What follows belongs to an exercise in optimizing a design on an open flow for small area, a short achievable clock period and few clock cycles; a production flow would make more cautious choices. Function was checked by simulation only, so behaviour that the tests miss may differ from the original. Power is estimated from default activity; no workload was simulated.

## backend_top
module backend_top (
	input  logic        clk,
	input  logic        rst_n,
	input  logic        fetch_valid,
	input  logic [31:0] fetch_pc,
	input  logic [3:0]  fetch_opcode,
	input  logic [3:0]  fetch_dest,
	input  logic [3:0]  fetch_src1,
	input  logic [3:0]  fetch_src2,
	input  logic [15:0] fetch_imm,
	output logic        fetch_ready,
	output logic        retire_valid,
	output logic [31:0] retire_pc,
	output logic [3:0]  retire_dest,
	output logic [31:0] retire_result,
	output logic        retire_is_branch,
	output logic        retire_taken,
	output logic        retire_exc_flag,
	output logic        retire_br_misp,
	output logic [31:0] retire_redirect_pc,
	output logic        retire_exception
);
For scale: roughly 770 flip-flops, roughly 170 I/O pins, about 34000 um2 of cells after synthesis.
export LEC_CHECK = 0
export CAP_MARGIN = 20
export CORE_MARGIN = 2
export CORE_UTILIZATION = 30
export PLACE_DENSITY = 0.5
export SLEW_MARGIN = 20
create_clock -name core_clock -period 10.0 [get_ports {clk}]
run.sh (not shown) runs the stock make flow with config.mk's settings and CLKGATE_MAP_FILE= SYNTH_SCRIPT=/design/flow/synth_recipe.tcl, a recipe that flattens the netlist after the stock synthesis.
Testbench counts at the start, summed over its fixed seeds: cycles 29,094.
Rerun with:
==> flow/flow/run.sh (new file) <==
#!/bin/bash
set -euo pipefail
cd "$(dirname "$0")/.."
MARGIN=$(cat flow/setup_margin)
bash standard.sh SETUP_SLACK_MARGIN="$MARGIN" finish > flow_make.log 2>&1
==> flow/flow/setup_margin (new file) <==
6.8
==> flow/standard.sh (new file) <==
#!/bin/bash
# synth_recipe.tcl (not shown) runs the flow's synth.tcl, then flattens the netlist and writes it again
# the make line also repeats each setting of config.mk as NAME=value (left out here)
make -C /OpenROAD-flow-scripts/flow DESIGN_CONFIG=/design/flow/config.mk WORK_HOME=/design/flow/orfs CLKGATE_MAP_FILE= SYNTH_SCRIPT=/design/flow/synth_recipe.tcl "${@:-finish}"
--- a/flow/config.mk
+++ b/flow/config.mk
@@ -6,7 +6,10 @@
 export NUM_CORES = 4
 export LEC_CHECK = 0
+export ABC_CLOCK_PERIOD_IN_PS = 2500
 export CAP_MARGIN = 20
 export CORE_MARGIN = 2
-export CORE_UTILIZATION = 30
-export PLACE_DENSITY = 0.5
+export CORE_UTILIZATION = 45
+export CTS_CLUSTER_DIAMETER = 60
+export CTS_CLUSTER_SIZE = 22
+export PLACE_DENSITY = 0.65
 export SLEW_MARGIN = 20
removed: flow/run.sh
Outcome:
- The changed run ran to the end with no violations
- routed wire length came out lower by about 5%
- final area came out lower by about 0.7%
- non-clock buffer count came out higher by 83
- global-route usage came out higher by 9.8 points
- total power came out lower by about 9%
Rerun with:
==> flow/flow/setup_margin (replaced) <==
7.0
==> flow/config.mk (replaced) <==
export PLATFORM = sky130hd
export DESIGN_NAME = backend_top
export DESIGN_NICKNAME = backend_top
export VERILOG_FILES = /design/flow/design.v
export SDC_FILE = /design/flow/constraint.sdc
export NUM_CORES = 4
export LEC_CHECK = 0
export CAP_MARGIN = 20
export CORE_MARGIN = 2
export CORE_UTILIZATION = 30
export PLACE_DENSITY = 0.5
export SLEW_MARGIN = 20
Synthesized cell count stays the same; worst hold slack got worse by 17 ps; synthesized area is unchanged; final cell count is higher by 16%; maximum frequency barely changes; non-clock buffer count is higher by 59; cell area goes up by 7.9%; clock skew went up by 6.0 ps; routed wire length is higher by 9.3%; utilization came out lower by 15 points; worst setup slack is about the same.

v30:
The RTL this note starts from:
==> flow/design.v <==
`timescale 1ns/1ps
`default_nettype none
module backend_top (
	input  logic        clk,
	input  logic        rst_n,
	input  logic        fetch_valid,
	input  logic [31:0] fetch_pc,
	input  logic [3:0]  fetch_opcode,
	input  logic [3:0]  fetch_dest,
	input  logic [3:0]  fetch_src1,
	input  logic [3:0]  fetch_src2,
	input  logic [15:0] fetch_imm,
	output logic        fetch_ready,
	output logic        retire_valid,
	output logic [31:0] retire_pc,
	output logic [3:0]  retire_dest,
	output logic [31:0] retire_result,
	output logic        retire_is_branch,
	output logic        retire_taken,
	output logic        retire_exc_flag,
	output logic        retire_br_misp,
	output logic [31:0] retire_redirect_pc,
	output logic        retire_exception
);
	logic d_valid;
	logic ex_valid;
	logic rt_valid;
	logic rt_misp;      
	logic rt_exc;       
	logic rt_kill;      
	logic kill;         
	logic halted;       
	assign fetch_ready = !halted;
	assign kill        = rt_kill;
	logic [31:0] d_pc;
	logic [3:0]  d_rd;       
	logic        d_we;       
	logic [15:1] d_sel1;
	logic [15:1] d_sel2;
	logic        d_fex1;     
	logic        d_fex2;
	logic        d_frt1;     
	logic        d_frt2;
	logic [15:0] d_imm;
	logic        d_imm_b;    
	logic        d_sub;
	logic        d_arith;    
	logic        d_and;
	logic        d_or;
	logic        d_br;
	logic        d_bne;
	logic        d_ill;
	logic [3:0]  ex_rd;
	logic        ex_we;
	logic [15:1] rf_ok;
	logic [15:1] ok_nxt;     
	logic [3:0]  rt_rd;
	logic        rt_wr;      
	logic        f_alu;
	logic        f_addi;
	logic        f_ex1;
	logic        f_ex2;
	logic        f_rt1;
	logic        f_rt2;
	assign f_alu  = (fetch_opcode <= 4'd5);
	assign f_addi = (fetch_opcode == 4'd5);
	assign f_ex1  = d_valid && d_we && (d_rd == fetch_src1);
	assign f_ex2  = d_valid && d_we && (d_rd == fetch_src2);
	assign f_rt1  = ex_valid && ex_we && (ex_rd == fetch_src1);
	assign f_rt2  = ex_valid && ex_we && (ex_rd == fetch_src2);
	always_comb
		for (int i = 1; i < 16; i++)
			ok_nxt[i] = rf_ok[i] || (rt_wr && rt_rd == 4'(i));
	always_ff @(posedge clk) begin
		d_pc    <= fetch_pc;
		d_rd    <= f_alu ? fetch_dest : 4'd0;
		d_we    <= f_alu && (fetch_dest != 4'd0);
		for (int i = 1; i < 16; i++) begin
			d_sel1[i] <= (fetch_src1 == 4'(i)) && ok_nxt[i] && !f_ex1 && !f_rt1;
			d_sel2[i] <= (fetch_src2 == 4'(i)) && ok_nxt[i] && !f_ex2 && !f_rt2 && !f_addi;
		end
		d_fex1  <= f_ex1;
		d_fex2  <= f_ex2 && !f_addi;
		d_frt1  <= f_rt1 && !f_ex1;
		d_frt2  <= f_rt2 && !f_ex2 && !f_addi;
		d_imm   <= fetch_imm;
		d_imm_b <= f_addi;
		d_sub   <= (fetch_opcode == 4'd1);
		d_arith <= (fetch_opcode == 4'd0) || (fetch_opcode == 4'd1) || (fetch_opcode == 4'd5);
		d_and   <= (fetch_opcode == 4'd2);
		d_or    <= (fetch_opcode == 4'd3);
		d_br    <= (fetch_opcode == 4'd6) || (fetch_opcode == 4'd7);
		d_bne   <= (fetch_opcode == 4'd7);
		d_ill   <= fetch_opcode[3];
	end
	logic [15:1][31:0] rf;
	logic [31:0] rt_wb;      
	always_ff @(posedge clk) begin
		for (int i = 1; i < 16; i++)
			if (rt_wr && rt_rd == 4'(i))
				rf[i] <= rt_wb;
	end
	always_ff @(posedge clk or negedge rst_n) begin
		if (!rst_n)
			rf_ok <= '0;
		else
			for (int i = 1; i < 16; i++)
				if (rt_wr && rt_rd == 4'(i))
					rf_ok[i] <= 1'b1;
	end
	logic [31:0] rf_a;
	logic [31:0] rf_b;
	always_comb begin
		rf_a = 32'd0;
		rf_b = 32'd0;
		for (int i = 1; i < 16; i++) begin
			rf_a = rf_a | (rf[i] & {32{d_sel1[i]}});
			rf_b = rf_b | (rf[i] & {32{d_sel2[i]}});
		end
	end
	logic [31:0] alu;
	logic [31:0] opnd_a;
	logic [31:0] opnd_b;
	assign opnd_a = rf_a | (alu & {32{d_fex1}}) | (rt_wb & {32{d_frt1}});
	assign opnd_b = rf_b | (alu & {32{d_fex2}}) | (rt_wb & {32{d_frt2}}) |
		({{16{d_imm[15]}}, d_imm} & {32{d_imm_b}});
	logic [31:0] ex_pc;
	logic [15:0] ex_imm;
	logic [31:0] ex_a;
	logic [31:0] ex_b;       
	logic        ex_sub;     
	logic        ex_arith;
	logic        ex_and;
	logic        ex_or;
	logic        ex_br;
	logic        ex_bne;
	logic        ex_ill;
	always_ff @(posedge clk) begin
		ex_pc    <= d_pc;
		ex_imm   <= d_imm;
		ex_a     <= opnd_a;
		ex_b     <= d_sub ? ~opnd_b : opnd_b;
		ex_rd    <= d_rd;
		ex_we    <= d_we;
		ex_sub   <= d_sub;
		ex_arith <= d_arith;
		ex_and   <= d_and;
		ex_or    <= d_or;
		ex_br    <= d_br;
		ex_bne   <= d_bne;
		ex_ill   <= d_ill;
	end
	logic [31:0] sum;
	logic [31:0] logic_res;
	logic        eq;
	logic        taken;
	logic [31:0] target;
	assign sum       = ex_a + ex_b + {31'd0, ex_sub};
	assign logic_res = ex_and ? (ex_a & ex_b) : ex_or ? (ex_a | ex_b) : (ex_a ^ ex_b);
	assign alu       = ex_arith ? sum : logic_res;
	assign eq        = ~|(ex_a ^ ex_b);
	assign taken     = ex_br && (eq ^ ex_bne);
	logic [16:0] tgt_lo;
	logic [15:0] tgt_hi;
	logic        tgt_c;
	logic        tgt_s;
	assign tgt_lo = {1'b0, ex_pc[15:0]} + {1'b0, ex_imm};
	assign tgt_c  = tgt_lo[16];
	assign tgt_s  = ex_imm[15];
	assign tgt_hi = (tgt_c && !tgt_s) ? ex_pc[31:16] + 16'd1 :
		(!tgt_c && tgt_s) ? ex_pc[31:16] - 16'd1 : ex_pc[31:16];
	assign target = {tgt_hi, tgt_lo[15:0]};
	logic [31:0] rt_pc;
	logic [31:0] rt_result;
	logic        rt_br;
	logic        rt_taken;
	logic        rt_ill;     
	always_ff @(posedge clk) begin
		rt_pc     <= ex_pc;
		rt_result <= ex_br ? target : alu;
		rt_wb     <= alu;
		rt_rd     <= ex_rd;
		rt_br     <= ex_br;
		rt_ill    <= ex_ill;
		rt_taken  <= taken;
	end
	always_ff @(posedge clk or negedge rst_n) begin
		if (!rst_n) begin
			halted   <= 1'b0;
			d_valid  <= 1'b0;
			ex_valid <= 1'b0;
			rt_valid <= 1'b0;
			rt_wr    <= 1'b0;
			rt_misp  <= 1'b0;
			rt_exc   <= 1'b0;
			rt_kill  <= 1'b0;
		end else begin
			halted   <= halted || rt_exc;
			d_valid  <= fetch_valid && !halted && !kill;
			ex_valid <= d_valid && !kill;
			rt_valid <= ex_valid && !kill;
			rt_wr    <= ex_valid && !kill && ex_we;
			rt_misp  <= ex_valid && !kill && taken;
			rt_exc   <= ex_valid && !kill && ex_ill;
			rt_kill  <= ex_valid && !kill && (taken || ex_ill);
		end
	end
	assign retire_valid       = rt_valid;
	assign retire_pc          = rt_pc;
	assign retire_dest        = rt_rd;
	assign retire_result      = rt_result;
	assign retire_is_branch   = rt_br;
	assign retire_taken       = rt_taken;
	assign retire_exc_flag    = rt_ill;
	assign retire_br_misp     = rt_misp;
	assign retire_redirect_pc = rt_result;
	assign retire_exception   = rt_exc;
endmodule
`default_nettype wire
clock: 10.0 ns
lec_check: 0
abc_clock_period_in_ps: 2500
cap_margin: 20
core_margin: 2
core_utilization: 45
cts_cluster_diameter: 60
cts_cluster_size: 26
place_density: 0.65
slew_margin: 20
standard.sh (not shown) runs the stock make flow with config.mk's settings and CLKGATE_MAP_FILE= SYNTH_SCRIPT=/design/flow/synth_recipe.tcl, a recipe that flattens the netlist after the stock synthesis.
==> flow/flow/run.sh <==
#!/bin/bash
set -euo pipefail
cd "$(dirname "$0")/.."
MARGIN=$(cat flow/setup_margin)
bash standard.sh SETUP_SLACK_MARGIN="$MARGIN" finish > flow_make.log 2>&1
==> flow/flow/setup_margin <==
6.8
v30 finished all stages; the layout is clean.
Testbench counts of v30, summed over its fixed seeds: cycles 29,094.
The inputs of v36 differ from those of v30 as listed below.
# v30
export LEC_CHECK = 0
export ABC_CLOCK_PERIOD_IN_PS = 2500
export CAP_MARGIN = 20
export CORE_MARGIN = 2
export CORE_UTILIZATION = 45
export CTS_CLUSTER_DIAMETER = 60
export CTS_CLUSTER_SIZE = 26
export PLACE_DENSITY = 0.65
export SLEW_MARGIN = 20
create_clock -name core_clock -period 10.0 [get_ports {clk}]
# v36
export LEC_CHECK = 0
export ABC_CLOCK_PERIOD_IN_PS = 2500
export CAP_MARGIN = 20
export CORE_MARGIN = 2
export CORE_UTILIZATION = 45
export CTS_CLUSTER_DIAMETER = 60
export CTS_CLUSTER_SIZE = 22
export PLACE_DENSITY = 0.65
export SLEW_MARGIN = 20
create_clock -name core_clock -period 10.0 [get_ports {clk}]
==> flow/flow/setup_margin <==
6.75
Results
v36 vs. v30: total power shows a reduction of 0.063 mW, area added between synthesis and finish now larger. Clock network fraction of design power in v36 vs v30: down 0.8 points. Every run (v30 and v36) finished clean. Final critical path time including I/O delays and setup was lower in the run labelled v30. On met1 track utilization from global routing, v30 and v36 are basically level.
> inputs changed (v36 -> v57)
==> flow/flow/setup_margin <==
6.8
## What came out
- Per the comparison of v57 with v36, largest net degree at the start of global routing now sits at about the same level, number of DRC violations after detailed-routing iteration 0 has increased.
- The fraction of area in registers in v57 was higher than what v36 gave.
- The run with more setup slack is v57; v36 has less.
- v57: no failed stages, no open violations at the end
- Timing endpoint of the critical path: retire_result[30] -> v36, fetch_ready -> v57
- On wire length on met1, v36 tracks v57 almost exactly.
- In v57 the count of buffers not belonging to the clock network in the layout turned out about 2% higher than in v36.

-- afterwards: timing with drivers on the ports --
The flow's constraints put no driver on any port. The routed layouts listed below were extracted and timed again, unchanged, in two steps. Step 1 assumes that a clkbuf_16 drives the clock port and a buf_2 every other input. Step 2 also shifts input and output timing later by t, the mid clock arrival at the registers, as if the neighbouring blocks saw the same clock. Slacks: ideal ports / drivers / drivers and shift; pairs: ideal ports / drivers.
| run | t (ns) | setup slack, ns | worst setup path at the end | slew at the worst register clock pin (ns) |
|---|---|---|---|---|
| the first run of note 1 | 0.715 | 5.669 / 5.600 / 5.845 | register to register | 0.07 / 0.07 |
| the second run of note 1 | 0.721 | 6.699 / 6.635 / 6.743 | register to register | 0.09 / 0.09 |
| the third run of note 1 | 0.728 | 6.698 / 6.627 / 6.757 | register to register | 0.07 / 0.07 |
| v30 | 0.708 | 6.812 / 6.748 / 6.236 | input to register | 0.10 / 0.10 |
| v36 | 0.707 | 6.774 / 6.706 / 6.223 | input to register | 0.09 / 0.09 |
| v57 | 0.706 | 6.810 / 6.742 / 6.230 | input to register | 0.09 / 0.09 |
After both steps every run listed still meets setup and hold. The setup slack of v57, which loses most, moves by -0.068 ns with the drivers and by -0.580 ns with both steps.
